What follows belongs to an exercise in optimizing a design on an open flow for small area, a short achievable clock period and few clock cycles per item; a production flow would make more cautious choices.
Only simulation tests tie the RTL to the original design; equivalence was not proved.
Power is estimated from default activity; no workload was simulated.

File: run.sh
#!/bin/bash
# synth_recipe.tcl (not shown) runs the flow's synth.tcl, then flattens the netlist and writes it again
# the make line also repeats each setting of config.mk as NAME=value (left out here)
make -C /OpenROAD-flow-scripts/flow DESIGN_CONFIG=/design/flow/config.mk WORK_HOME=/design/flow/orfs CLKGATE_MAP_FILE= SYNTH_SCRIPT=/design/flow/synth_recipe.tcl finish
File: config.mk
export PLATFORM = sky130hd
export DESIGN_NAME = positional_list_insert_remove
export DESIGN_NICKNAME = positional_list_insert_remove
export VERILOG_FILES = /design/flow/design.v
export SDC_FILE = /design/flow/constraint.sdc
export NUM_CORES = 4
export LEC_CHECK = 0
export CAP_MARGIN = 20
export CORE_MARGIN = 2
export CORE_UTILIZATION = 40
export SLEW_MARGIN = 20
File: constraint.sdc
create_clock -name core_clock -period 5.0 [get_ports {clk}]
set_input_delay 1.0000 -clock core_clock [delete_from_list [all_inputs] [get_ports {clk}]]
set_output_delay 1.0000 -clock core_clock [all_outputs]
set_load 0.01 [all_outputs]
File: design.v
package plir_pkg;
	localparam int CAPACITY = 64;
	localparam int ADDR_W   = $clog2(CAPACITY);
	localparam int LEN_W    = $clog2(CAPACITY + 1);
	localparam int POS_W    = 7;
	localparam int CNT_W    = 7;
	localparam int VAL_W    = 32;
	localparam int CMP_W    = (LEN_W > POS_W) ? LEN_W : POS_W;
	typedef logic [ADDR_W-1:0] addr_t;
	typedef logic [LEN_W-1:0]  len_t;
	typedef logic [POS_W-1:0]  pos_t;
	typedef logic [CNT_W-1:0]  cnt_t;
	typedef logic [VAL_W-1:0]  val_t;
	typedef logic [CMP_W-1:0]  cmp_t;
	typedef logic [1:0]        status_t;
	localparam logic CMD_INSERT = 1'b0;
	localparam logic CMD_REMOVE = 1'b1;
	localparam status_t ST_OK     = 2'd0;
	localparam status_t ST_EMPTY  = 2'd1;
	localparam status_t ST_BADPOS = 2'd2;
	localparam status_t ST_FULL   = 2'd3;
	localparam int IN_DATA_W  = 40;
	localparam int OUT_DATA_W = 40;
endpackage
module positional_list_insert_remove (
	input  logic                             clk,
	input  logic                             arst_n,
	input  logic                             s_tvalid,
	output logic                             s_tready,
	input  logic [plir_pkg::IN_DATA_W-1:0]   s_tdata,
	input  logic                             s_tuser,
	output logic                             m_tvalid,
	input  logic                             m_tready,
	output logic [plir_pkg::OUT_DATA_W-1:0]  m_tdata,
	output logic [1:0]                       m_tuser
);
	localparam logic [2:0] S_IDLE  = 3'd0;
	localparam logic [2:0] S_SHIFT = 3'd1;
	localparam logic [2:0] S_DRAIN = 3'd2;
	localparam logic [2:0] S_PUT   = 3'd3;
	localparam logic [2:0] S_DONE  = 3'd4;
	logic [2:0] state_q;
	plir_pkg::len_t       len_q;
	logic       cmd_q;
	plir_pkg::addr_t      addr_q;
	plir_pkg::addr_t      pos_q;
	plir_pkg::len_t       left_q;
	plir_pkg::val_t       val_q;
	plir_pkg::status_t    status_q;
	plir_pkg::val_t       removed_q;
	logic       rd_s1;
	logic       first_s1;
	plir_pkg::addr_t      wr_addr_s1;
	plir_pkg::val_t       rdata_s1;
	logic                  out_valid_q;
	logic [plir_pkg::OUT_DATA_W-1:0] out_data_q;
	plir_pkg::status_t               out_user_q;
	plir_pkg::val_t  mem [plir_pkg::CAPACITY];
	logic  mem_we;
	logic  mem_re;
	plir_pkg::addr_t mem_wa;
	plir_pkg::val_t  mem_wd;
	logic    accept;
	plir_pkg::pos_t    in_pos;
	plir_pkg::val_t    in_val;
	plir_pkg::status_t in_status;
	assign s_tready = (state_q == S_IDLE);
	assign accept   = s_tvalid && s_tready;
	assign in_pos   = s_tdata[plir_pkg::POS_W-1:0];
	assign in_val   = s_tdata[plir_pkg::POS_W+plir_pkg::VAL_W-1:plir_pkg::POS_W];
	assign m_tvalid = out_valid_q;
	assign m_tdata  = out_data_q;
	assign m_tuser  = out_user_q;
	always_comb begin
		in_status = plir_pkg::ST_OK;
		if (s_tuser == plir_pkg::CMD_INSERT) begin
			if (len_q == plir_pkg::len_t'(plir_pkg::CAPACITY)) begin
				in_status = plir_pkg::ST_FULL;
			end else if (plir_pkg::cmp_t'(in_pos) > plir_pkg::cmp_t'(len_q)) begin
				in_status = plir_pkg::ST_BADPOS;
			end
		end else begin
			if (len_q == '0) begin
				in_status = plir_pkg::ST_EMPTY;
			end else if (plir_pkg::cmp_t'(in_pos) >= plir_pkg::cmp_t'(len_q)) begin
				in_status = plir_pkg::ST_BADPOS;
			end
		end
	end
	always_comb begin
		mem_re = (state_q == S_SHIFT);
		if (state_q == S_PUT) begin
			mem_we = 1'b1;
			mem_wa = pos_q;
			mem_wd = val_q;
		end else begin
			mem_we = rd_s1 && !first_s1;
			mem_wa = wr_addr_s1;
			mem_wd = rdata_s1;
		end
	end
	always_ff @(posedge clk) begin
		if (mem_we) begin
			mem[mem_wa] <= mem_wd;
		end
		if (mem_re) begin
			rdata_s1 <= mem[addr_q];
		end
	end
	always_ff @(posedge clk) begin
		if (accept) begin
			cmd_q     <= s_tuser;
			val_q     <= in_val;
			status_q  <= in_status;
			removed_q <= '0;
			pos_q     <= plir_pkg::addr_t'(in_pos);
			left_q    <= plir_pkg::len_t'(plir_pkg::cmp_t'(len_q) - plir_pkg::cmp_t'(in_pos));
			if (s_tuser == plir_pkg::CMD_INSERT) begin
				addr_q <= plir_pkg::addr_t'(len_q - plir_pkg::len_t'(1));
			end else begin
				addr_q <= plir_pkg::addr_t'(in_pos);
			end
		end else if (state_q == S_SHIFT) begin
			left_q     <= left_q - plir_pkg::len_t'(1);
			first_s1   <= (cmd_q == plir_pkg::CMD_REMOVE) && (addr_q == pos_q);
			wr_addr_s1 <= (cmd_q == plir_pkg::CMD_INSERT) ? addr_q + plir_pkg::addr_t'(1) : addr_q - plir_pkg::addr_t'(1);
			addr_q     <= (cmd_q == plir_pkg::CMD_INSERT) ? addr_q - plir_pkg::addr_t'(1) : addr_q + plir_pkg::addr_t'(1);
		end
		if (rd_s1 && first_s1) begin
			removed_q <= rdata_s1;
		end
		if ((state_q == S_DONE) && (!out_valid_q || m_tready)) begin
			out_user_q <= status_q;
			out_data_q <= {{(plir_pkg::OUT_DATA_W - plir_pkg::VAL_W - plir_pkg::CNT_W){1'b0}}, plir_pkg::cnt_t'(len_q), removed_q};
		end
	end
	always_ff @(posedge clk or negedge arst_n) begin
		if (!arst_n) begin
			state_q     <= S_IDLE;
			len_q       <= '0;
			rd_s1       <= 1'b0;
			out_valid_q <= 1'b0;
		end else begin
			rd_s1 <= (state_q == S_SHIFT);
			if (out_valid_q && m_tready && (state_q != S_DONE)) begin
				out_valid_q <= 1'b0;
			end
			unique case (state_q)
				S_IDLE: begin
					if (accept) begin
						if (in_status != plir_pkg::ST_OK) begin
							state_q <= S_DONE;
						end else if ((s_tuser == plir_pkg::CMD_INSERT) && (plir_pkg::cmp_t'(in_pos) == plir_pkg::cmp_t'(len_q))) begin
							state_q <= S_PUT;
						end else begin
							state_q <= S_SHIFT;
						end
					end
				end
				S_SHIFT: begin
					if (left_q == plir_pkg::len_t'(1)) begin
						state_q <= S_DRAIN;
					end
				end
				S_DRAIN: begin
					if (cmd_q == plir_pkg::CMD_INSERT) begin
						state_q <= S_PUT;
					end else begin
						len_q   <= len_q - plir_pkg::len_t'(1);
						state_q <= S_DONE;
					end
				end
				S_PUT: begin
					len_q   <= len_q + plir_pkg::len_t'(1);
					state_q <= S_DONE;
				end
				S_DONE: begin
					if (!out_valid_q || m_tready) begin
						out_valid_q <= 1'b1;
						state_q     <= S_IDLE;
					end
				end
				default: begin
					state_q <= S_IDLE;
				end
			endcase
		end
	end
endmodule
==> impl_metrics.json <==
{
  "h-tree-depth": 4,
  "antenna_left": 0,
  "synthFlopType": "edfxtp_1",
  "grt_usage_pct": 20.59,
  "crit_chain": "nor2b_1, and2_2, mux2i_1, nand2_1, nor2_4, buf_12",
  "multiInputGateArea_sq_mm": 0.01799,
  "endpoint_kind": "register",
  "dieArea_sq_mm": 0.2168,
  "hp-start": "removed_q[12]",
  "routabilityCongestion": 0.8757,
  "cts_tree": "yes",
  "syn_avg_cell_area_sq_um": 21.97,
  "p_comb_share_pct": 28.3,
  "design_area_sq_mm": 0.09804,
  "finalSetupViolations": 0,
  "setup_tns_ps": 0,
  "status": "finished clean",
  "reg2reg_slack_ps": 920,
  "max_stage_delay_ps": 750,
  "syn_area_sq_mm": 0.08525,
  "synth-async-reset-ratio_pct": 0.5391,
  "powerDensity_mw_per_mm2": 551.1,
  "hold_depth": 0,
  "cp_data_required_time_ps": 5530,
  "fin_skew_ps": 38.81,
  "timing.final.hold_violations": 0,
  "synthCells": 3881,
  "fp.dieH_um": 465.7,
  "yosys-top-cells-area": "edfxtp_1, mux4_2, mux2i_1, a22oi_1, nand2_1",
  "crit_buf_inv": 1,
  "fp.coreArea_sq_mm": 0.2119,
  "postCtsHoldBufs": 0,
  "switching_power_mw": 17.00,
  "fin_crit_sh_pct": 81.66,
  "num_rows": 169,
  "numCtsBuffers": 217,
  "yosys-top-cells-count": "edfxtp_1, mux4_2, nand2_1",
  "nNetsFinal": 4213,
  "clkTransAtPathRegs_ps": 60,
  "synth_fp_nets": 3940,
  "ys_types": 58,
  "p_leak_nw": 30.70,
  "dpl-instance-area_sq_mm": 0.09086,
  "io_buffers": 86,
  "drtPass1Iterations": 6,
  "cts_setup_buffers": 0,
  "regToRegEndpoint": "mem[18][1]",
  "via_count": 41687,
  "grt_pass1_vias": 41282,
  "drc": 0,
  "clk_latency_ps": 870,
  "grt_pass1_wl_um": 314700,
  "seqPwrFrac_pct": 41.3,
  "ioPinCount": 89,
  "worstSetupStartpointType": "register",
  "cts.repair.resized": 0,
  "internal-power_mw": 37.03,
  "drt_wl_total_um": 224900,
  "r2r_cells": 6,
  "yosysTopAreaCell": "edfxtp_1",
  "synth_edf_count": 2214,
  "grt-ovfl-total": 0,
  "dp_hpwl_um": 129400,
  "yosysSeqAreaShare_pct": 78.34,
  "grt_max_degree": 84,
  "fmax_ghz": 0.2449,
  "ys_warn_count": 1,
  "initial_core_util_pct": 40.24,
  "worst_pin_slew_ps": 1184,
  "vias_per_cell": 5.821,
  "p_clk_share_pct": 30.4,
  "antenna_found_initial": 16,
  "r2r-start": "state_q[1]",
  "synth_top_area_share_pct": 77.98,
  "cpLargestDelayFamily": "simple AND/OR/NAND/NOR gates",
  "timing.final.crit_period_ps": 4083,
  "area_growth_syn_to_layout_pct": 15.00,
  "power_mw": 54.03,
  "cts.path.max_buffers": 3,
  "drtIter0Drc": 5498,
  "post-route-util_pct": 46.27,
  "swShare_pct": 31.46,
  "wl_per_cell_um": 31.39,
  "cp_max_fo": 21,
  "die_w_um": 465.7,
  "cp.arrival_ps": 4620,
  "final.fill_count": 17384,
  "rsz0062_at_grt": "false",
  "regArea_sq_mm": 0.06678,
  "crit_slowest_cell": "nor2_4",
  "yosysMostFrequentCell": "edfxtp_1",
  "relSlewSlack_pct": 21.05,
  "min_delay_worst_endpoint": "out_data_q[12]",
  "worstHoldPathType": "reg2reg",
  "peakVddDrop_uv": 379.2,
  "finalMaxSlewViolations": 0,
  "clock_sinks": 2226,
  "max_cap_viol_count": 0,
  "drive_above_1_share_pct": 26.20,
  "ys_ff_latch": 2226,
  "critPathKind": "reg2reg",
  "cts-root-buf": "clkbuf_16"
}
-- worst register-to-register path: stages (launching register included) --
cell and delay [ps]:
dfrtp_1 520, nor2b_1 440, and2_2 590, mux2i_1 550, nand2_1 600, nor2_4 760, buf_12 280
-- placed cells by master, fill, tap and decap left out, types with 18 or more instances in the layout --
master and instances:
and3_1 35, o211ai_1 61, a22o_1 32, clkbuf_16 220
a21oi_1 21, bufinv_16 24, xnor2_1 18, clkdlybuf4s50_1 86
clkinv_1 43, nand2_1 160, mux4_2 512, edfxtp_1 2214
nor2_4 65, nand3_1 44, nor2_1 24, o21ai_0 20
a221oi_1 18, a22oi_1 123, buf_12 21, clkbuf_1 37
mux2i_1 97, nand2_2 28, clkinv_2 39, o21ai_1 23
buf_4 163
-- flip-flops by register name, summed over array words and instances (netlist names) --
signal	cells
addr_q	6
cmd_q	1
first_s1	1
left_q	7
len_q	7
mem	2048
out_data_q	39
out_user_q	2
out_valid_q	1
pos_q	6
rd_s1	1
rdata_s1	32
removed_q	32
state_q	3
status_q	2
val_q	32
wr_addr_s1	6
-- through the flow --
stage / std cells / hold slack (ps) / setup WS [ps]
after detailed placement: 6756 / 404.5 / 1062
final: 7162 / 419.3 / 917.2
after global placement: 6755 / 405.3 / 1105
after CTS: 7157 / 418.8 / 1025
after floorplan: 3881 / 400.3 / 1047
after global routing: 7158 / 420.4 / 797.2
-- per-layer routing --
metal / vias up / part of all wire (%) / GRT usage [%]
li1: 16904 / - / -
met1: 22615 / 41 / 28.98
met2: 1861 / 48 / 32.73
met3: 299 / 8.6 / 4.106
met4: 8 / 2.8 / 5.943
met5: - / 0.029 / 0
-- power by group through the flow --
| stage | registers, mW | logic [mW] | clock network (mW) |
|---|---|---|---|
| after floorplan | 22.6 | 9.17 | 0 |
| after CTS | 22.3 | 15.4 | 16.6 |
| after global routing | 22.3 | 16.0 | 17.3 |
| after global placement | 22.7 | 15.3 | 0 |
| after detailed placement | 22.7 | 15.4 | 0 |
| final | 22.3 | 15.3 | 16.4 |
-- worst max path at each step --
stage	startpoint	end	slack [ps]	cells past startpoint
final	state_q[1]	mem[18][1]	920	6
after global routing	state_q[1]	mem[7][0]	800	6
after CTS	state_q[1]	mem[18][1]	1030	6
after detailed placement	state_q[1]	mem[18][1]	1060	6
after global placement	state_q[1]	mem[18][15]	1100	6
after floorplan	state_q[0]	addr_q[0]	1050	4
-- cell type report --
type / count / area share, %
sequential: 2226 / 68.12
multi-input combinational: 1420 / 18.35
clock buffer: 262 / 5.827
tap: 2821 / 3.600
timing repair buffer: 270 / 2.555
clock inverter: 139 / 1.469
inverter: 19 / 0.07274
antenna: 5 / 0.01276
-- cells by family (layout without fill, tap and decap cells) --
kind of cell	Yosys count	after routing	synth area share (%)
xor+xnor	32	32	0.3288
compound gates	341	341	2.921
fa+ha+maj	14	14	0.2143
flops	2226	2226	78.34
buf+inv	235	690	1.303
simple gates	420	420	2.188
mux	612	612	14.70
other cells	1	6	0.004399
Testbench counts, summed over its fixed seeds: cycles 177,840, items 8,000.

port drivers added, routing unchanged:
How much do the figures lean on ideal ports? The routed layout below was timed once more, with nothing changed but the port constraints. Step 1 (the two cells are an assumption about what drives the block):
set clk [get_ports {clk}]
set_driving_cell -lib_cell sky130_fd_sc_hd__clkbuf_16 $clk
set_driving_cell -lib_cell sky130_fd_sc_hd__buf_2 [delete_from_list [all_inputs] $clk]
Step 2 moves the port delays by t, midway between the first and last clock arrival at a register: inputs arrive t later, outputs are due t later. That takes back most of the time a late clock gives input paths. Slacks: no drivers / after step 1 / after step 2; pairs: no drivers / after step 1.
t, ns: 0.944
setup slack, ns: 0.917 / 0.917 / 0.917
worst setup path after step 2: register to register
worst register clock-pin slew, ns: 0.07 / 0.07
pins driven straight from the clock port: 1
After both steps this run still meets setup and hold. The setup slack of this run moves by 0.000 ns with the drivers and by 0.000 ns with both steps.
